What follows belongs to an exercise in optimizing a design on an open flow for small area; a production flow would make more cautious choices.
Where RTL was checked, it was by simulation tests only, not by an equivalence proof against the original.
Function not checked in runs 2 and 3: the RTL went through the layout flow alone.
Power is estimated from default activity; no workload was simulated.

File: design.v
`timescale 1ns/1ps
module data_memory_responder #(
    parameter int BLOCK_ADDR_WIDTH = 6,
    parameter int LATENCY          = 5
) (
    input  logic         CLK,
    input  logic         RESET,
    input  logic         MEM_READ,
    input  logic         MEM_WRITE,
    input  logic [27:0]  MEM_ADDRESS,
    input  logic [127:0] MEM_WRITEDATA,
    output logic [127:0] MEM_READDATA,
    output logic         MEM_BUSYWAIT
);
    localparam int         DEPTH        = 2 ** BLOCK_ADDR_WIDTH;
    localparam logic [7:0] LATENCY_LOAD = 8'(LATENCY);
    typedef enum logic [1:0] {
        IDLE,
        BUSY,
        DONE
    } state_t;
    state_t                      state;
    state_t                      state_next;
    logic [7:0]                  count;
    logic                        op_write;
    logic [BLOCK_ADDR_WIDTH-1:0] addr_q;
    logic [127:0]                wdata_q;
    logic [127:0]                mem [DEPTH];
    logic                        request;
    logic                        last_cycle;
    assign request    = MEM_READ | MEM_WRITE;
    assign last_cycle = (state == BUSY) && (count == 8'd1);
    if (BLOCK_ADDR_WIDTH < 28) begin : g_addr_alias
        logic unused_addr_bits;
        assign unused_addr_bits = ^MEM_ADDRESS[27:BLOCK_ADDR_WIDTH];
    end
    always_ff @(posedge CLK or negedge RESET) begin
        if (!RESET) begin
            state <= IDLE;
        end else begin
            state <= state_next;
        end
    end
    always_comb begin
        state_next   = state;
        MEM_BUSYWAIT = 1'b0;
        case (state)
            IDLE: begin
                MEM_BUSYWAIT = request;
                if (request) begin
                    state_next = BUSY;
                end
            end
            BUSY: begin
                MEM_BUSYWAIT = 1'b1;
                if (count == 8'd1) begin
                    state_next = DONE;
                end
            end
            DONE:    state_next = IDLE;
            default: state_next = IDLE;
        endcase
        if (!RESET) begin
            MEM_BUSYWAIT = 1'b0;
        end
    end
    always_ff @(posedge CLK or negedge RESET) begin
        if (!RESET) begin
            count        <= '0;
            op_write     <= 1'b0;
            addr_q       <= '0;
            wdata_q      <= '0;
            MEM_READDATA <= '0;
        end else begin
            if (state == IDLE && request) begin
                op_write <= MEM_WRITE;
                addr_q   <= MEM_ADDRESS[BLOCK_ADDR_WIDTH-1:0];
                wdata_q  <= MEM_WRITEDATA;
                count    <= LATENCY_LOAD;
            end else if (state == BUSY && count != 8'd1) begin
                count <= count - 8'd1;
            end
            if (last_cycle && !op_write) begin
                MEM_READDATA <= mem[addr_q];
            end
        end
    end
    always_ff @(posedge CLK or negedge RESET) begin
        if (!RESET) begin
            for (int i = 0; i < DEPTH; i++) begin
                mem[i] <= '0;
            end
        end else if (last_cycle && op_write) begin
            mem[addr_q] <= wdata_q;
        end
    end
endmodule
File: run.sh
#!/bin/bash
# synth_recipe.tcl (not shown) runs the flow's synth.tcl, then flattens the netlist and writes it again
# the make line also repeats each setting of config.mk as NAME=value (left out here)
make -C /OpenROAD-flow-scripts/flow DESIGN_CONFIG=/design/flow/config.mk WORK_HOME=/design/flow/orfs CLKGATE_MAP_FILE= SYNTH_SCRIPT=/design/flow/synth_recipe.tcl finish
File: config.mk
export PLATFORM = sky130hd
export DESIGN_NAME = data_memory_responder
export DESIGN_NICKNAME = data_memory_responder
export VERILOG_FILES = /design/flow/design.v
export SDC_FILE = /design/flow/constraint.sdc
export NUM_CORES = 8
export LEC_CHECK = 0
export CAP_MARGIN = 20
export CORE_MARGIN = 2
export CORE_UTILIZATION = 25
export PLACE_DENSITY = 0.3
export SLEW_MARGIN = 20
File: constraint.sdc
create_clock -name core_clock -period 10.0 [get_ports {CLK}]
set_input_delay 2.0000 -clock core_clock [delete_from_list [all_inputs] [get_ports {CLK}]]
set_output_delay 2.0000 -clock core_clock [all_outputs]
set_load 0.01 [all_outputs]
==> flow_summary_export.csv, run 1 <==
group,metric,value,unit
critical_path,r2r-start,"addr_q[1]$_DFFE_PN0P_",
finish,fin_nets,26440,
global_routing,antenna_found_initial,381,
synthesis,synth_seq_cells,8465,
power,p_total,98590,uW
worst_hold_path,holdPathStages,2,
synthesis,synthCells,26460,
floorplanning,initial_core_util,25.04,%
clock_tree,clk_path_buf_depth,6,
clock_tree,htree_levels,7,
global_routing,grt_remaining_overflow,0,
synthesis,avgSynthCellArea,13.80,um^2
finish,multiInputGateArea,142000,um^2
floorplanning,die_h,1213,um
clock_tree,clock_sinks,8465,
place,place_worst_setup_slack,3707,ps
power,vdd_drop_max,0.2042,mV
place,placed_cell_area,393200,um^2
critical_path,crit_type,"register to register",
finish,final_cell_area,429200,um^2
place,gp_congestion,0.7476,
critical_path,end_kind,"register",
floorplanning,io_pins,289,
critical_path,start_kind,"register",
worst_hold_path,min_to,"wdata_q[70]$_DFFE_PN0P_",
global_routing,grt_max_degree,159,
place,dp.final_hpwl,1241000,um
sta,layout_setup_ws,3561,ps
finish,fill_cells,146600,
worst_hold_path,worstHoldStart,"wdata_q[70]$_DFFE_PN0P_",
global_routing,grt_use_total,29.26,%
routing,dr.pass1.iters,6,
clock_tree,postCtsHoldBufs,0,
sta,rsz0062_at_grt,"false",
sta,hold_viol_final,0,
synthesis,yosysMostFrequentCell,"dfrtp_1",
critical_path,critPathArrivalTime,7600,ps
sta,setup_viol,0,
floorplanning,die-area,1471000,um^2
worst_hold_path,hold_class,"register to register",
sta,min_period,6439,ps
synthesis,synth_flop_cell,"dfrtp_1",
clock_tree,root_buffer,"clkbuf_16",
clock_tree,cts_tree,"yes",
synthesis,netlist.area_leader.share,58.00,%
routing,ant_nets,0,
place,numPortBuffers,266,
finish,regArea,212000,um^2
clock_tree,path_clk_slew,60,ps
sta,tns,0,ps
run_status,status,"finished clean",
synthesis,yosysSeqAreaShare,58.00,%
critical_path,r2r_slack,3560,ps
clock_tree,cts_made_buffers,1166,
clock_tree,post-cts-setup-buffers,0,
floorplanning,core_area,1459000,um^2
synthesis,syn_nets,26620,
global_routing,grt_first_pass_wirelength,2844000,um
sta,fmax,155.3,MHz
sta,skew,97.43,ps
critical_path,reg2reg_depth,11,
routing,routed_wl,2209000,um
power,power.density,229.7,nW/um^2
routing,wl_per_cell,47.48,um
routing,vias,256600,
synthesis,syn_area,365200,um^2
sta,drv_slew,0,
synthesis,synthTopCellsByCount,"8,465 x dfrtp_1, 8,261 x mux2_2, 2,610 x a22oi_1, 1,341 x buf_2, 1,298 x clkbuf_1",
floorplanning,num_rows,444,
routing,vias_per_cell,5.516,
sta,max_slew_margin,11.71,%
synthesis,synth_edf_count,0,
sta,fin_crit_sh,64.39,%
global_routing,grt_pass1_vias,258600,
finish,drive_gt1_share,42.14,%
critical_path,cp.required,11160,ps
critical_path,critPathMaxFanout,43,
finish,layout-area-overhead-vs-synth,17.52,%
clock_tree,cts_resized,0,
clock_tree,worstSkewPairLatency,1310,ps
sta,tightestPinTransition,1324,ps
synthesis,yosysWarnings,2,
routing,drt_iter0_markers,26430,
synthesis,synth.area.top_cells,"dfrtp_1 58%, mux2_2 25%, a22oi_1 5.4%",
floorplanning,die_w,1213,um
synthesis,synth-async-reset-ratio,100.0,%
synthesis,synth_cell_type_count,76,
run,drv_cap,0,
power,leakagePower,0.2007,uW
routing,drc_errors,0,
synthesis,synth_top_area_cell,"dfrtp_1",
critical_path,rr_endpoint,"MEM_READDATA[57]$_DFFE_PN0P_",
routing by layer:
layer  vias up  track usage (%)  wire, um
met5         -                0       230
met4        32            6.885     56740
met2      9392            47.30   1023000
met1    146700            41.47   1015000
met3      2241            3.955    113600
li1      98180                -         -
how the worst max path moves through the flow:
stage,from,end,slack (ps),cells past startpoint
3_5_place_dp,addr_q[1]$_DFFE_PN0P_,MEM_READDATA[65]$_DFFE_PN0P_,3710,11
5_1_grt,addr_q[1]$_DFFE_PN0P_,MEM_READDATA[65]$_DFFE_PN0P_,3810,11
2_1_floorplan,MEM_WRITE,MEM_BUSYWAIT,5650,2
4_1_cts,addr_q[1]$_DFFE_PN0P_,MEM_READDATA[65]$_DFFE_PN0P_,3640,11
6_report,addr_q[1]$_DFFE_PN0P_,MEM_READDATA[57]$_DFFE_PN0P_,3560,11
3_3_place_gp,addr_q[1]$_DFFE_PN0P_,MEM_READDATA[65]$_DFFE_PN0P_,3710,11
flip-flops by register name, summed over array words and instances, names as in the netlist:
| signal | count |
|---|---|
| count | 8 |
| MEM_READDATA | 128 |
| state | 2 |
| mem | 8192 |
| op_write | 1 |
| wdata_q | 128 |
| addr_q | 6 |
area by class of cell:
cell class,instances,area share [%]
tap,19400,5.655
antenna,92,0.05364
clock inverter,122,0.2527
inverter,3,0.002623
clock buffer,1793,8.063
timing repair buffer,1497,3.508
multi-input combinational,15140,33.07
sequential,8465,49.39
layout by cell type, fill, tap and decap left out, drive strengths merged, types with 92 or more instances in the layout:
cell and n:
dfrtp 8465, a22oi 2610, clkinv 97, o2bb2ai 103, nand4 504, mux2i 184, a21oi 179, and3 241
a22o 472, o21ai 101, a221oi 425, clkdlybuf4s50 265, mux2 8261, nor4 131, nor3 265, diode 92
nor2 247, nand3 181, buf 1232, nand2 629, o22ai 107, clkbuf 1793
power breakdown:
| part | internal, uW | switching [uW] |
|---|---|---|
| Sequential | 36300 | 1900 |
| Combinational | 3670 | 16200 |
| Clock | 24000 | 16500 |
| Total | 63900 | 34600 |
worst max-delay path: stages (launching register included):
cell and delay (ps):
dfrtp_4 840, buf_12 600, nand4b_4 600, buf_4 560, nor2_4 730, buf_4 760, buf_4 700, a22oi_1 190
nand4_1 160, nand4b_1 320, nor4_1 210, nor3_1 190
logic make-up after synthesis:
kind of cell	count (synthesis)	share of synthesized area (%)
buffers and inverters	2850	3.489
xor gates and xnor gates	4	0.009594
AOI/OAI and AO/OA	4202	8.853
muxes	8445	25.97
adders and majority gates	2	0.006851
and+or+nand+nor	2490	3.667
DFF	8465	58.00
through the flow:
step,hold WS [ps],utilization [%],instances
after floorplan,472.0,-,26460
after global placement,469.2,26.93,44500
after detailed placement,464.4,26.96,44510
after CTS,478.1,29.40,46420
after global routing,499.9,29.41,46440
final,469.2,29.42,46520
==> run 2: changes to the inputs <==
==> design.v (replaced) <==
`timescale 1ns/1ps
module data_memory_responder #(
    parameter int BLOCK_ADDR_WIDTH = 6,
    parameter int LATENCY          = 5
) (
    input  logic         CLK,
    input  logic         RESET,
    input  logic         MEM_READ,
    input  logic         MEM_WRITE,
    input  logic [27:0]  MEM_ADDRESS,
    input  logic [127:0] MEM_WRITEDATA,
    output logic [127:0] MEM_READDATA,
    output logic         MEM_BUSYWAIT
);
    localparam int NRING = 11;
    logic [2:0]   st;
    logic         op_wr;
    logic [5:0]   addr_q;
    logic [2:0]   ph6;    
    logic [1:0]   ph4;    
    logic [127:0] buf_q;  
    logic [127:0] buf_d;
    logic         idle;
    logic         request;
    assign idle    = (st == 3'd0);
    assign request = MEM_READ | MEM_WRITE;
    logic unused_addr_bits;
    assign unused_addr_bits = ^MEM_ADDRESS[27:6];
    assign MEM_BUSYWAIT = idle ? (request & RESET) : (st != 3'd6);
    always_ff @(posedge CLK or negedge RESET) begin
        if (!RESET) begin
            st  <= 3'd0;
            ph6 <= 3'd0;
            ph4 <= 2'd0;
        end else begin
            if (idle) st <= request ? 3'd1 : 3'd0;
            else      st <= (st == 3'd6) ? 3'd0 : st + 3'd1;
            ph6 <= ph6_n;
            ph4 <= ph4_n;
        end
    end
    always_ff @(posedge CLK) begin
        if (idle) begin
            op_wr  <= MEM_WRITE;
            addr_q <= MEM_ADDRESS[5:0];
        end
    end
    function automatic logic [3:0] ring_of(input logic [5:0] a);
        logic [5:0] q;
        q = a / 6'd6;
        if (a >= 6'd60) ring_of = 4'd10;
        else            ring_of = q[3:0];
    endfunction
    function automatic logic [2:0] slot_of(input logic [5:0] a);
        logic [5:0] m;
        m = (a >= 6'd60) ? a - 6'd60 : a % 6'd6;
        slot_of = m[2:0];
    endfunction
    logic [5:0]       rd_addr;
    logic             rd_now;
    logic [3:0]       rd_ring;
    logic [2:0]       rd_slot;
    logic [NRING-1:0] rd_sel;    
    logic [NRING-1:0] wr_sel;    
    logic [NRING-1:0] tap_v;
    logic [127:0]     tap_d [NRING];
    assign rd_addr = idle ? MEM_ADDRESS[5:0] : addr_q;
    assign rd_now  = idle ? (MEM_READ & ~MEM_WRITE) : (~op_wr & (st != 3'd6));
    assign rd_ring = ring_of(rd_addr);
    assign rd_slot = slot_of(rd_addr);
    logic ph6_rd_hit, ph4_rd_hit;
    assign ph6_rd_hit = (ph6 == ((rd_slot == 3'd0) ? 3'd0 : 3'd6 - rd_slot));
    assign ph4_rd_hit = (ph4 == 2'(3'd4 - rd_slot));
    for (genvar r = 0; r < NRING; r++) begin : g_rsel
        if (r < 10) begin : g6
            assign rd_sel[r] = rd_now & (rd_ring == 4'(r)) & ph6_rd_hit;
        end else begin : g4
            assign rd_sel[r] = rd_now & (rd_ring == 4'(r)) & ph4_rd_hit;
        end
    end
    logic             st_busy_n;
    logic             op_wr_n;
    logic [5:0]       addr_n;
    logic [2:0]       ph6_n;
    logic [1:0]       ph4_n;
    logic [3:0]       wr_ring_n;
    logic [2:0]       wr_slot_n;
    logic [NRING-1:0] wr_sel_n;
    logic [NRING-1:0] wr_sel_nq;   
    assign st_busy_n = idle ? request : (st != 3'd6);
    assign op_wr_n   = idle ? MEM_WRITE : op_wr;
    assign addr_n    = idle ? MEM_ADDRESS[5:0] : addr_q;
    assign ph6_n     = (ph6 == 3'd5) ? 3'd0 : ph6 + 3'd1;
    assign ph4_n     = ph4 + 2'd1;
    assign wr_ring_n = ring_of(addr_n);
    assign wr_slot_n = slot_of(addr_n);
    for (genvar r = 0; r < NRING; r++) begin : g_wsel
        if (r < 10) begin : g6
            assign wr_sel_n[r] = st_busy_n & op_wr_n & (wr_ring_n == 4'(r))
                               & (ph6_n == 3'd5 - wr_slot_n);
        end else begin : g4
            assign wr_sel_n[r] = st_busy_n & op_wr_n & (wr_ring_n == 4'(r))
                               & (ph4_n == 2'(3'd3 - wr_slot_n));
        end
    end
    always_ff @(posedge CLK or negedge RESET) begin
        if (!RESET) wr_sel <= '0;
        else        wr_sel <= wr_sel_n;
    end
    always_ff @(posedge CLK) wr_sel_nq <= ~wr_sel_n;
    for (genvar r = 0; r < NRING; r++) begin : g_ring
        localparam int R = (r < 10) ? 6 : 4;
        logic [127:0] line_q [R];
        logic [R-1:0] valid_q;
        always_ff @(posedge CLK) begin
            line_q[0] <= (buf_q & {128{wr_sel[r]}}) | (line_q[R-1] & {128{wr_sel_nq[r]}});
            for (int p = 1; p < R; p++) line_q[p] <= line_q[p-1];
        end
        always_ff @(posedge CLK or negedge RESET) begin
            if (!RESET) valid_q <= '0;
            else        valid_q <= {valid_q[R-2:0], wr_sel[r] | valid_q[R-1]};
        end
        assign tap_d[r] = line_q[0];
        assign tap_v[r] = valid_q[0];
    end
    always_comb begin
        buf_d = buf_q;
        if (idle & MEM_WRITE) buf_d = MEM_WRITEDATA;
        if (|rd_sel) begin
            buf_d = '0;
            for (int r = 0; r < NRING; r++)
                if (rd_sel[r] & tap_v[r]) buf_d = buf_d | tap_d[r];
        end
    end
    always_ff @(posedge CLK) buf_q <= buf_d;
    logic rd_done, rd_done_nq, rd_done_n;
    assign rd_done_n = ~idle & ~op_wr & (st == 3'd4);
    always_ff @(posedge CLK or negedge RESET) begin
        if (!RESET) rd_done <= 1'b0;
        else        rd_done <= rd_done_n;
    end
    always_ff @(posedge CLK) rd_done_nq <= ~rd_done_n;
    always_ff @(posedge CLK or negedge RESET) begin
        if (!RESET) MEM_READDATA <= '0;
        else        MEM_READDATA <= (buf_d & {128{rd_done}})
                                  | (MEM_READDATA & {128{rd_done_nq}});
    end
endmodule
--- a/config.mk
+++ b/config.mk
@@ -8,5 +8,7 @@
 export CAP_MARGIN = 20
 export CORE_MARGIN = 2
-export CORE_UTILIZATION = 25
-export PLACE_DENSITY = 0.3
+export CORE_UTILIZATION = 50
+export CTS_CLUSTER_DIAMETER = 40
+export CTS_CLUSTER_SIZE = 34
+export PLACE_DENSITY = 0.6
 export SLEW_MARGIN = 20
==> flow_summary_export.csv, run 2 <==
group,metric,value,unit
floorplanning,io_pins,289,
power,clkPwrFrac,34.0,%
critical_path,crit_chain,"clkdlybuf4s50_1 > nand2b_1 > mux2i_1 > ha_1 > o21a_1 > a211o_1 > a22oi_1 > a22o_1 > a221oi_1 > a21oi_1 > inv_1 > ha_1 > or2_2 > o41ai_1 > and3_1 > a21o_1 > or2_2 > buf_4 > o211ai_1 > o31a_1 > a22o_1",
clock_tree,clock_sinks,8551,
run,drv_cap,0,
routing,vias,101700,
critical_path,crit_type,"input pin to register",
sta,hold_viol_final,0,
power,power.density,349.1,nW/um^2
synthesis,netlist.area_leader.share,83.29,%
synthesis,synth_cell_type_count,77,
sta,skew,49.25,ps
global_routing,antenna_found_initial,41,
run_status,status,"finished clean",
power,pwr-share-comb,9.9,%
synthesis,synthTopCellsByCount,"8,339 x dfxtp_1, 1,638 x a22o_1, 620 x clkbuf_1, 375 x nand2_1, 252 x a22oi_1",
critical_path,critPathArrivalTime,9410,ps
clock_tree,cts_resized,0,
clock_tree,path_clk_slew,70,ps
critical_path,critPathTopFamily,"compound AO/OA/AOI/OAI gates",
clock_tree,htree_levels,6,
sta,fmax,118.4,MHz
critical_path,reg2reg_depth,20,
synthesis,yosysMostFrequentCell,"dfxtp_1",
floorplanning,initial_core_util,50.22,%
finish,layout-area-overhead-vs-synth,15.87,%
global_routing,grt_max_degree,96,
power,p_sw,22290,uW
routing,vias_per_cell,5.401,
finish,instances_no_fill,18830,
floorplanning,die-area,405900,um^2
place,dp.final_hpwl,273300,um
finish,mostFrequentLayoutCells,"8,327 x dfxtp_1, 1,638 x a22o_1, 658 x clkbuf_16, 374 x nand2_1, 265 x clkdlybuf4s50_1",
sta,setup_viol,0,
sta,fin_crit_sh,84.49,%
floorplanning,core_area,399100,um^2
routing,drt_iter0_markers,9456,
global_routing,grt_use_total,26.20,%
global_routing,grt_pass1_vias,102700,
synthesis,synth.area.top_cells,"dfxtp_1 83%, a22o_1 7.2%, dfrtp_1 2.6%",
synthesis,yosysSeqAreaShare,85.94,%
place,dp.cells,17620,
routing,dr.pass1.iters,6,
critical_path,end_kind,"register",
worst_hold_path,holdPathStages,0,
clock_tree,worstSkewPairLatency,1100,ps
finish,fin_nets,13160,
clock_tree,postCtsHoldBufs,0,
global_routing,grt_remaining_overflow,0,
power,netSwitchingFraction,27.50,%
critical_path,critical_path_cell_count,21,
synthesis,syn_nets,12800,
clock_tree,root_buffer,"clkbuf_16",
critical_path,start_kind,"input pin",
finish,fill_cells,29830,
place,gp_congestion,0.8084,
sta,rsz0062_at_grt,"false",
critical_path,max_stage_delay,660,ps
global_routing,grt_first_pass_wirelength,770300,um
sta,max_slew_margin,14.68,%
worst_hold_path,hold_class,"register to register",
finish,largest_reg_flops,8192,
synthesis,synthCells,12630,
sta,drv_slew,0,
finish,drive_gt1_share,10.55,%
critical_path,critPathMaxFanout,12,
power,vdd_drop_max,0.2862,mV
routing,ant_nets,0,
floorplanning,die_h,637.1,um
synthesis,synth_top_area_cell,"dfxtp_1",
place,numPortBuffers,266,
critical_path,path_buf_inv,3,
synthesis,synth-async-reset-ratio,2.479,%
power,internal_power,58790,uW
clock_tree,post-cts-setup-buffers,0,
floorplanning,die_w,637.1,um
routing,wl_per_cell,28.85,um
sta,tightestPinTransition,1280,ps
routing,drc_errors,0,
finish,final_common_cell,"dfxtp_1",
synthesis,synth_edf_count,0,
sta,min_period,8449,ps
sta,tns,0,ps
synthesis,yosysWarnings,13,
critical_path,cp.required,10960,ps
synthesis,synth_flop_cell,"dfxtp_1",
power,leakagePower,0.09166,uW
synthesis,syn_area,200400,um^2
clock_tree,clk_path_buf_depth,4,
floorplanning,num_rows,232,
routing,routed_wl,543200,um
finish,largest-register,"g_ring.line_q",
critical_path,crit_slowest_cell,"or2_2",
synthesis,synth_seq_cells,8551,
finish,top_regs,"g_ring.line_q x8192, MEM_READDATA x128, buf_q x128",
synthesis,avgSynthCellArea,15.86,um^2
power,seq_power_share,56.0,%
clock_tree,cts_made_buffers,641,
clock_tree,cts_tree,"yes",
run 2: cell count changes after synthesis, moves of 240 or more:
cell	delta
a22o_1	+1166
dfrtp_1	-8253
clkbuf_1	-678
a221oi_1	-365
dfxtp_1	+8339
a22oi_1	-2358
nor3_1	-240
buf_2	-1285
mux2_2	-8255
nand2_1	-251
nand4_1	-496
run 2: power by group through the flow:
stage / Combinational [uW] / Sequential, uW / Clock (uW)
2_1_floorplan: 4740 / 43800 / 0
3_3_place_gp: 7750 / 45800 / 0
3_5_place_dp: 7850 / 46000 / 0
4_1_cts: 7930 / 45500 / 27800
5_1_grt: 8350 / 46100 / 29100
6_report: 8040 / 45400 / 27600
run 2: path summary, 6_finish.rpt:
kind / slack [ps] / from / to
setup / recovery: 1550 / MEM_ADDRESS[5] / MEM_READDATA[69]$_DFF_PN0_
hold / removal: 300 / g_ring[1].line_q[3][83]$_DFF_P_ / g_ring[1].line_q[4][83]$_DFF_P_
setup reg to reg: 2270 / st[0]$_DFF_PN0_ / MEM_READDATA[69]$_DFF_PN0_
hold reg to reg: 300 / g_ring[1].line_q[3][83]$_DFF_P_ / g_ring[1].line_q[4][83]$_DFF_P_
max in group asynchronous: 6860 / RESET / MEM_READDATA[123]$_DFF_PN0_
min in group asynchronous: 830 / RESET / MEM_READDATA[44]$_DFF_PN0_
run 2: stage by stage:
step           area, um^2  util (%)  power [uW]  setup WS (ps)  hold slack (ps)
3_5_place_dp       209000     52.36       53840          666.0            312.1
2_1_floorplan      200400         -       48550           3132            309.6
4_1_cts            232200     58.18       81210           1806            301.3
3_3_place_gp       209000     52.36       53530          922.7            309.6
6_report           232200     58.19       81080           1551            296.8
5_1_grt            232200     58.18       83630           1411            297.8
run 2: cell families after synthesis:
family	share of synthesized area [%]
DFF	85.94
AOI/OAI and AO/OA	10.52
and+or+nand+nor	1.792
buffers and inverters	1.464
muxes	0.2322
xor gates and xnor gates	0.03933
adders and majority gates	0.01873
run 2: layout make-up:
class / instances / area (um^2) / area share [%]
tap: 5265 / 6588 / 2.836
clock inverter: 468 / 6151 / 2.648
antenna: 12 / 30.03 / 0.01293
inverter: 27 / 101.3 / 0.04364
timing repair buffer: 439 / 4454 / 1.918
sequential: 8551 / 172300 / 74.20
clock buffer: 732 / 17090 / 7.360
multi-input combinational: 3333 / 25490 / 10.98
run 2: layer usage:
layer  part of all wire, %  wire (um)  track usage [%]
met1                    45     244200            37.72
met2                    45     244300            40.94
met5                0.0024         13                0
met3                   6.8      37100            3.911
met4                   3.2      17500            8.128
==> run 3: changes to the inputs <==
--- a/config.mk
+++ b/config.mk
@@ -9,6 +9,6 @@
 export CORE_MARGIN = 2
 export CORE_UTILIZATION = 50
-export CTS_CLUSTER_DIAMETER = 40
-export CTS_CLUSTER_SIZE = 34
+export CTS_CLUSTER_DIAMETER = 60
+export CTS_CLUSTER_SIZE = 30
 export PLACE_DENSITY = 0.6
 export SLEW_MARGIN = 20
==> flow_summary_export.csv, run 3 <==
group,metric,value,unit
run_status,status,"finished clean",
synthesis,syn_nets,12800,
power,vdd_drop_max,0.2839,mV
global_routing,grt_max_degree,96,
routing,routed_wl,537200,um
sta,hold_viol_final,0,
clock_tree,post-cts-setup-buffers,0,
run,drv_cap,0,
sta,setup_viol,0,
finish,mostFrequentLayoutCells,"8,327 x dfxtp_1, 1,638 x a22o_1, 446 x clkbuf_16, 374 x nand2_1, 265 x clkdlybuf4s50_1",
power,leakagePower,0.08813,uW
critical_path,critPathMaxFanout,12,
synthesis,syn_area,200400,um^2
clock_tree,cts_resized,0,
critical_path,critPathArrivalTime,9460,ps
finish,multiInputGateArea,25490,um^2
sta,layout_setup_ws,1463,ps
power,power.density,332.9,nW/um^2
global_routing,grt_first_pass_wirelength,759100,um
finish,largest-register,"g_ring.line_q",
synthesis,synthCells,12630,
place,dp.final_hpwl,273300,um
synthesis,synth_cell_type_count,77,
routing,wl_per_cell,29.10,um
routing,dr.pass1.iters,8,
worst_hold_path,hold_class,"register to register",
power,pwr-share-comb,10.7,%
finish,fill_cells,30500,
finish,largest_reg_flops,8192,
routing,vias,99910,
floorplanning,die-area,405900,um^2
sta,skew,56.27,ps
synthesis,synth_edf_count,0,
synthesis,synthTopCellsByCount,"8,339 x dfxtp_1, 1,638 x a22o_1, 620 x clkbuf_1, 375 x nand2_1, 252 x a22oi_1",
clock_tree,htree_levels,5,
floorplanning,num_rows,232,
clock_tree,cts_made_buffers,442,
synthesis,synth_flop_cell,"dfxtp_1",
clock_tree,path_clk_slew,100,ps
place,numPortBuffers,266,
routing,drc_errors,0,
power,seq_power_share,60.6,%
power,clkPwrFrac,28.6,%
place,place_worst_setup_slack,666.0,ps
synthesis,yosysMostFrequentCell,"dfxtp_1",
synthesis,netlist.area_leader.share,83.29,%
synthesis,synth.area.top_cells,"dfxtp_1 83%, a22o_1 7.2%, dfrtp_1 2.6%",
sta,fin_hold_ws,291.5,ps
synthesis,synth_seq_cells,8551,
sta,tightestPinTransition,1203,ps
synthesis,synth-async-reset-ratio,2.479,%
finish,final_common_cell,"dfxtp_1",
floorplanning,io_pins,289,
clock_tree,worstSkewPairLatency,1040,ps
finish,layout-area-overhead-vs-synth,12.25,%
global_routing,grt_remaining_overflow,0,
worst_hold_path,worstHoldStart,"g_ring[2].line_q[2][15]$_DFF_P_",
finish,top_regs,"g_ring.line_q x8192, MEM_READDATA x128, buf_q x128",
floorplanning,initial_core_util,50.22,%
finish,fin_nets,12960,
critical_path,end_kind,"register",
power,p_sw,21080,uW
routing,vias_per_cell,5.412,
finish,fin_util,56.37,%
sta,fin_crit_sh,85.37,%
global_routing,grt_use_total,25.88,%
floorplanning,core_area,399100,um^2
power,netSwitchingFraction,28.15,%
synthesis,yosysWarnings,13,
critical_path,r2r-start,"st[0]$_DFF_PN0_",
clock_tree,clock_sinks,8551,
clock_tree,root_buffer,"clkbuf_16",
critical_path,critPathLaunch,"MEM_ADDRESS[5]",
global_routing,antenna_found_initial,38,
floorplanning,die_h,637.1,um
sta,rsz0062_at_grt,"false",
synthesis,synth_top_area_cell,"dfxtp_1",
sta,fmax,117.1,MHz
global_routing,grt_pass1_vias,100200,
sta,drv_slew,0,
critical_path,start_kind,"input pin",
clock_tree,postCtsHoldBufs,0,
critical_path,cp.required,10920,ps
finish,drive_gt1_share,8.238,%
routing,ant_nets,0,
synthesis,yosysSeqAreaShare,85.94,%
clock_tree,clk_path_buf_depth,4,
critical_path,crit_type,"input pin to register",
sta,min_period,8537,ps
place,gp_congestion,0.8084,
floorplanning,die_w,637.1,um
finish,regArea,172300,um^2
clock_tree,cts_tree,"yes",
routing,drt_iter0_markers,9571,
power,internal_power,53810,uW
sta,max_slew_margin,19.80,%
synthesis,avgSynthCellArea,15.86,um^2
sta,tns,0,ps
run 3: area by class of cell:
class | instances | share of cell area (%)
Antenna cell | 13 | 0.01446
Clock buffer | 474 | 5.065
Clock inverter | 359 | 2.038
Inverter | 27 | 0.04505
Multi-Input combinational cell | 3333 | 11.33
Sequential cell | 8551 | 76.60
Tap cell | 5265 | 2.928
Timing Repair Buffer | 439 | 1.980
run 3: power by group through the flow:
stage	Sequential (uW)	Clock (uW)	Combinational (uW)
2_1_floorplan	43800	0	4740
3_3_place_gp	45800	0	7750
3_5_place_dp	46000	0	7850
4_1_cts	45400	21700	7920
5_1_grt	46100	22900	8350
6_report	45400	21500	8020
run 3: metrics by stage:
stage	area [um^2]	total power, uW	instances
final	225000	74890	18460
after global placement	209000	53530	17620
after global routing	225000	77370	18450
after detailed placement	209000	53840	17620
after CTS	224900	75020	18450
after floorplan	200400	48550	12630
run 3: worst max-delay path: stages:
cell and delay [ps]:
clkdlybuf4s50_1 610, nand2b_1 300, mux2i_1 340, ha_1 390, o21a_1 210, a211o_1 300, a22oi_1 340, a22o_1 380
a221oi_1 200, a21oi_1 400, inv_1 90, ha_1 230, or2_2 330, o41ai_1 420, and3_1 590, a21o_1 450
or2_2 660, buf_4 470, o211ai_1 190, o31a_1 330, a22o_1 180
run 3: final timing paths:
kind	to	slack (ps)	depth (start not counted)
worst max-delay path	MEM_READDATA[69]$_DFF_PN0_	1460	21
worst min-delay path	g_ring[2].line_q[3][15]$_DFF_P_	290	0
worst max register to register	MEM_READDATA[69]$_DFF_PN0_	2240	20
worst min register to register	g_ring[2].line_q[3][15]$_DFF_P_	290	0
max in group asynchronous	MEM_READDATA[89]$_DFF_PN0_	6850	3
min in group asynchronous	MEM_READDATA[44]$_DFF_PN0_	870	1
run 3: routing by layer:
metal  vias up  GRT usage (%)  wire, um  part of all wire, %
li1      43930              -         -                    -
met1     51350          37.59    243500                   45
met2      3784          40.50    241000                   45
met3       841          3.821     36670                  6.8
met4         6          7.121     15930                  3.0
met5         -              0        39               0.0073
run 3: cells by family after synthesis:
family          Yosys count  share of synthesized area, %
flops                  8551                         85.94
xor+xnor                  9                       0.03933
fa+ha+maj                 3                       0.01873
simple gates            777                         1.792
compound gates         2499                         10.52
mux                      45                        0.2322
buf+inv                 750                         1.464
==> run 4: changes to the inputs <==
--- a/design.v
+++ b/design.v
@@ -36,6 +36,6 @@
             if (idle) st <= request ? 3'd1 : 3'd0;
             else      st <= (st == 3'd6) ? 3'd0 : st + 3'd1;
-            ph6 <= ph6_n;
-            ph4 <= ph4_n;
+            ph6 <= (ph6 == 3'd5) ? 3'd0 : ph6 + 3'd1;
+            ph4 <= ph4 + 2'd1;
         end
     end
@@ -59,6 +59,7 @@
     logic [5:0]       rd_addr;
     logic             rd_now;
-    logic [3:0]       rd_ring;
-    logic [2:0]       rd_slot;
+    logic             wr_now;
+    logic [3:0]       rd_ring, wr_ring;
+    logic [2:0]       rd_slot, wr_slot;
     logic [NRING-1:0] rd_sel;    
     logic [NRING-1:0] wr_sel;    
@@ -67,46 +68,23 @@
     assign rd_addr = idle ? MEM_ADDRESS[5:0] : addr_q;
     assign rd_now  = idle ? (MEM_READ & ~MEM_WRITE) : (~op_wr & (st != 3'd6));
+    assign wr_now  = ~idle & op_wr;
     assign rd_ring = ring_of(rd_addr);
     assign rd_slot = slot_of(rd_addr);
-    logic ph6_rd_hit, ph4_rd_hit;
+    assign wr_ring = ring_of(addr_q);
+    assign wr_slot = slot_of(addr_q);
+    logic ph6_rd_hit, ph4_rd_hit, ph6_wr_hit, ph4_wr_hit;
     assign ph6_rd_hit = (ph6 == ((rd_slot == 3'd0) ? 3'd0 : 3'd6 - rd_slot));
     assign ph4_rd_hit = (ph4 == 2'(3'd4 - rd_slot));
+    assign ph6_wr_hit = (ph6 == 3'd5 - wr_slot);
+    assign ph4_wr_hit = (ph4 == 2'(3'd3 - wr_slot));
     for (genvar r = 0; r < NRING; r++) begin : g_rsel
         if (r < 10) begin : g6
             assign rd_sel[r] = rd_now & (rd_ring == 4'(r)) & ph6_rd_hit;
+            assign wr_sel[r] = wr_now & (wr_ring == 4'(r)) & ph6_wr_hit;
         end else begin : g4
             assign rd_sel[r] = rd_now & (rd_ring == 4'(r)) & ph4_rd_hit;
+            assign wr_sel[r] = wr_now & (wr_ring == 4'(r)) & ph4_wr_hit;
         end
     end
-    logic             st_busy_n;
-    logic             op_wr_n;
-    logic [5:0]       addr_n;
-    logic [2:0]       ph6_n;
-    logic [1:0]       ph4_n;
-    logic [3:0]       wr_ring_n;
-    logic [2:0]       wr_slot_n;
-    logic [NRING-1:0] wr_sel_n;
-    logic [NRING-1:0] wr_sel_nq;   
-    assign st_busy_n = idle ? request : (st != 3'd6);
-    assign op_wr_n   = idle ? MEM_WRITE : op_wr;
-    assign addr_n    = idle ? MEM_ADDRESS[5:0] : addr_q;
-    assign ph6_n     = (ph6 == 3'd5) ? 3'd0 : ph6 + 3'd1;
-    assign ph4_n     = ph4 + 2'd1;
-    assign wr_ring_n = ring_of(addr_n);
-    assign wr_slot_n = slot_of(addr_n);
-    for (genvar r = 0; r < NRING; r++) begin : g_wsel
-        if (r < 10) begin : g6
-            assign wr_sel_n[r] = st_busy_n & op_wr_n & (wr_ring_n == 4'(r))
-                               & (ph6_n == 3'd5 - wr_slot_n);
-        end else begin : g4
-            assign wr_sel_n[r] = st_busy_n & op_wr_n & (wr_ring_n == 4'(r))
-                               & (ph4_n == 2'(3'd3 - wr_slot_n));
-        end
-    end
-    always_ff @(posedge CLK or negedge RESET) begin
-        if (!RESET) wr_sel <= '0;
-        else        wr_sel <= wr_sel_n;
-    end
-    always_ff @(posedge CLK) wr_sel_nq <= ~wr_sel_n;
     for (genvar r = 0; r < NRING; r++) begin : g_ring
         localparam int R = (r < 10) ? 6 : 4;
@@ -114,5 +92,5 @@
         logic [R-1:0] valid_q;
         always_ff @(posedge CLK) begin
-            line_q[0] <= (buf_q & {128{wr_sel[r]}}) | (line_q[R-1] & {128{wr_sel_nq[r]}});
+            line_q[0] <= wr_sel[r] ? buf_q : line_q[R-1];
             for (int p = 1; p < R; p++) line_q[p] <= line_q[p-1];
         end
@@ -134,15 +112,7 @@
     end
     always_ff @(posedge CLK) buf_q <= buf_d;
-    logic rd_done, rd_done_nq, rd_done_n;
-    assign rd_done_n = ~idle & ~op_wr & (st == 3'd4);
     always_ff @(posedge CLK or negedge RESET) begin
-        if (!RESET) rd_done <= 1'b0;
-        else        rd_done <= rd_done_n;
-    end
-    always_ff @(posedge CLK) rd_done_nq <= ~rd_done_n;
-    always_ff @(posedge CLK or negedge RESET) begin
-        if (!RESET) MEM_READDATA <= '0;
-        else        MEM_READDATA <= (buf_d & {128{rd_done}})
-                                  | (MEM_READDATA & {128{rd_done_nq}});
+        if (!RESET)                     MEM_READDATA <= '0;
+        else if (st == 3'd5 && !op_wr)  MEM_READDATA <= buf_d;
     end
 endmodule
--- a/config.mk
+++ b/config.mk
@@ -8,7 +8,5 @@
 export CAP_MARGIN = 20
 export CORE_MARGIN = 2
-export CORE_UTILIZATION = 50
-export CTS_CLUSTER_DIAMETER = 60
-export CTS_CLUSTER_SIZE = 30
-export PLACE_DENSITY = 0.6
+export CORE_UTILIZATION = 25
+export PLACE_DENSITY = 0.3
 export SLEW_MARGIN = 20
==> flow_summary_export.csv, run 4 <==
group,metric,value,unit
run_status,status,"finished clean",
sta,drv_slew,0,
finish,drive_gt1_share,22.66,%
critical_path,end_kind,"register",
global_routing,grt_remaining_overflow,0,
finish,mostFrequentLayoutCells,"8,326 x dfxtp_1, 1,485 x mux2_2, 888 x clkbuf_16, 392 x nand2_1, 336 x a22oi_1",
critical_path,path_buf_inv,4,
sta,fin_crit_sh,70.77,%
clock_tree,clk_path_buf_depth,4,
synthesis,synthTopCellsByCount,"8,326 x dfxtp_1, 1,485 x mux2_2, 425 x clkbuf_1, 396 x nand2_1, 336 x a22oi_1",
critical_path,critical_path_cell_count,19,
synthesis,synth.area.top_cells,"dfxtp_1 82%, mux2_2 8.2%, dfrtp_1 2.5%",
finish,fin_nets,13470,
critical_path,cp.required,11060,ps
power,power.density,355.5,nW/um^2
synthesis,yosysWarnings,13,
sta,fmax,141.3,MHz
power,p_total,88850,uW
place,gp_congestion,0.7051,
floorplanning,die_h,907.1,um
synthesis,netlist.area_leader.share,81.75,%
clock_tree,clock_sinks,8527,
routing,ant_nets,0,
place,dp.final_hpwl,338600,um
clock_tree,root_buffer,"clkbuf_16",
clock_tree,htree_levels,6,
sta,max_slew_margin,28.60,%
finish,layout-area-overhead-vs-synth,22.59,%
routing,routed_wl,608100,um
critical_path,crit_type,"input pin to register",
synthesis,synthCells,12550,
critical_path,critPathMaxFanout,36,
finish,largest_reg_flops,8192,
finish,top_regs,"g_ring.line_q x8192, MEM_READDATA x128, buf_q x128",
floorplanning,core_area,812600,um^2
sta,setup_viol,0,
sta,skew,67.06,ps
clock_tree,worstSkewPairLatency,1130,ps
synthesis,synth_flop_cell,"dfxtp_1",
critical_path,max_stage_delay,820,ps
power,vdd_drop_max,0.5308,mV
routing,drt_iter0_markers,4951,
routing,dr.pass1.iters,5,
place,numPortBuffers,266,
sta,rsz0062_at_grt,"false",
synthesis,synth_top_area_cell,"dfxtp_1",
critical_path,crit_slowest_cell,"o22a_4",
synthesis,syn_nets,12710,
synthesis,yosysMostFrequentCell,"dfxtp_1",
critical_path,path_common_cell,"nand2_1",
global_routing,antenna_found_initial,71,
global_routing,grt_pass1_vias,102300,
sta,min_period,7077,ps
global_routing,grt_use_total,14.46,%
synthesis,synth_edf_count,1,
critical_path,critPathTopFamily,"compound AO/OA/AOI/OAI gates",
worst_hold_path,holdPathStages,0,
sta,tightestPinTransition,1071,ps
finish,multiInputGateArea,30000,um^2
clock_tree,cts_made_buffers,875,
synthesis,avgSynthCellArea,16.25,um^2
synthesis,syn_area,203900,um^2
sta,tns,0,ps
power,leakagePower,0.09939,uW
floorplanning,die-area,822800,um^2
floorplanning,num_rows,331,
finish,final_common_cell,"dfxtp_1",
synthesis,synth_seq_cells,8527,
synthesis,synth-async-reset-ratio,2.345,%
clock_tree,cts_tree,"yes",
clock_tree,post-cts-setup-buffers,0,
synthesis,synth_cell_type_count,86,
routing,drc_errors,0,
clock_tree,postCtsHoldBufs,0,
critical_path,start_kind,"input pin",
critical_path,critPathArrivalTime,8140,ps
routing,vias_per_cell,3.817,
clock_tree,cts_resized,0,
worst_hold_path,hold_class,"register to register",
synthesis,yosysSeqAreaShare,84.22,%
routing,vias,95070,
critical_path,crit_chain,"clkdlybuf4s50_1 > nand2b_1 > o2111ai_1 > nand2_1 > a21oi_1 > nand2_1 > nand2_1 > inv_1 > ha_1 > nor2_1 > o2111ai_1 > a21oi_1 > o22a_4 > buf_4 > and3_4 > buf_12 > a222oi_1 > a22oi_1 > mux2_2",
finish,largest-register,"g_ring.line_q",
finish,regArea,171700,um^2
floorplanning,io_pins,289,
floorplanning,die_w,907.1,um
global_routing,grt_max_degree,66,
critical_path,reg2reg_depth,17,
clock_tree,path_clk_slew,60,ps
run,drv_cap,0,
global_routing,grt_first_pass_wirelength,844900,um
floorplanning,initial_core_util,25.09,%
sta,hold_viol_final,0,
finish,fill_cells,79250,
routing,wl_per_cell,24.42,um
## run 4: cell types whose count changed in the layout (fill, tap and decap cells not counted), sizes merged, moves of 60 or more
cell / delta
inv: -162
a22oi: +84
a222oi: -60
a22o: -1538
mux2: +1479
clkbuf: +852
o21ai: +109
## run 4: final cells by class
cell class / count / share of cell area, %
Clock inverter: 300 / 1.477
Sequential cell: 8527 / 68.70
Antenna cell: 23 / 0.02303
Multi-Input combinational cell: 3425 / 12.00
Clock buffer: 1326 / 10.47
Tap cell: 10820 / 5.417
Timing Repair Buffer: 465 / 1.883
Inverter: 18 / 0.02903
## run 4: power by group
part,total [uW],switching (uW),leakage (uW),internal (uW)
clock network,33100,13600,0.0148,19600
logic,9980,6370,0.0147,3600
registers,45800,3780,0.0699,42000
total,88900,23700,0.0994,65200
## run 4: cells by family after synthesis
logic type,share of synthesized area (%)
AOI/OAI and AO/OA,4.310
xor gates and xnor gates,0.06444
adders and majority gates,0.01227
buffers and inverters,1.232
DFF,84.22
muxes,8.571
and+or+nand+nor,1.592
## run 4: worst paths after layout
path                                                endpoint  slack (ps)                         startpoint
setup / recovery                MEM_READDATA[26]$_DFFE_PN0P_        2920                     MEM_ADDRESS[5]
max in group asynchronous     g_ring[7].valid_q[4]$_DFF_PN0_        6980                              RESET
hold / removal             g_ring[10].line_q[3][120]$_DFF_P_         270  g_ring[10].line_q[2][120]$_DFF_P_
min in group asynchronous       MEM_READDATA[26]$_DFFE_PN0P_         770                              RESET
hold reg to reg            g_ring[10].line_q[3][120]$_DFF_P_         270  g_ring[10].line_q[2][120]$_DFF_P_
setup reg to reg                MEM_READDATA[26]$_DFFE_PN0P_        3090                    st[1]$_DFF_PN0_
## run 4: layer usage
layer	track usage, %	vias to the layer above	share of wire [%]
met5	0	-	0
met3	1.917	897	3.4
li1	-	44100	-
met1	19.46	48280	47
met2	24.80	1789	48
met4	3.147	0	2.1
## run 4: metrics by stage
| step | hold WS [ps] | cell area, um^2 | std cells | setup WS [ps] | util [%] |
|---|---|---|---|---|---|
| 2_1_floorplan | 309.6 | 203900 | 12550 | 4582 | - |
| 3_3_place_gp | 309.5 | 220000 | 23260 | 1536 | 27.07 |
| 3_5_place_dp | 312.1 | 220000 | 23260 | 1749 | 27.08 |
| 4_1_cts | 263.7 | 249900 | 24880 | 3026 | 30.76 |
| 5_1_grt | 265.4 | 249900 | 24890 | 2693 | 30.76 |
| 6_report | 269.7 | 250000 | 24910 | 2923 | 30.76 |

## what the ideal ports hide
In the flow no input, the clock included, has a driving cell. The finished layouts below were timed again as built, in two steps.
Step 1 assumes that a clkbuf_16 drives the clock port and a buf_2 every other input.
Step 2 times the ports against the registers' clock, not the clock port: input delays grow and output delays shrink by t, the midpoint of the rising clock arrivals with the driver on.
a / b / c = ideal ports / drivers / drivers and shift; a / b = the first two.
| run | t, ns | slack for setup (ns) | worst setup path after step 2 |
|---|---|---|---|
| run 1 | 1.470 | 3.561 / 3.561 / 3.561 | register to register |
| run 2 | 1.191 | 1.551 / 1.557 / 0.366 | input to register |
| run 3 | 1.129 | 1.463 / 1.459 / 0.329 | input to register |
| run 4 | 1.232 | 2.923 / 3.021 / 1.789 | input to register |
After both steps setup and hold are still met in every run listed. For run 2, which loses most, drivers alone change the setup slack by +0.006 ns; drivers and shift together by -1.185 ns.
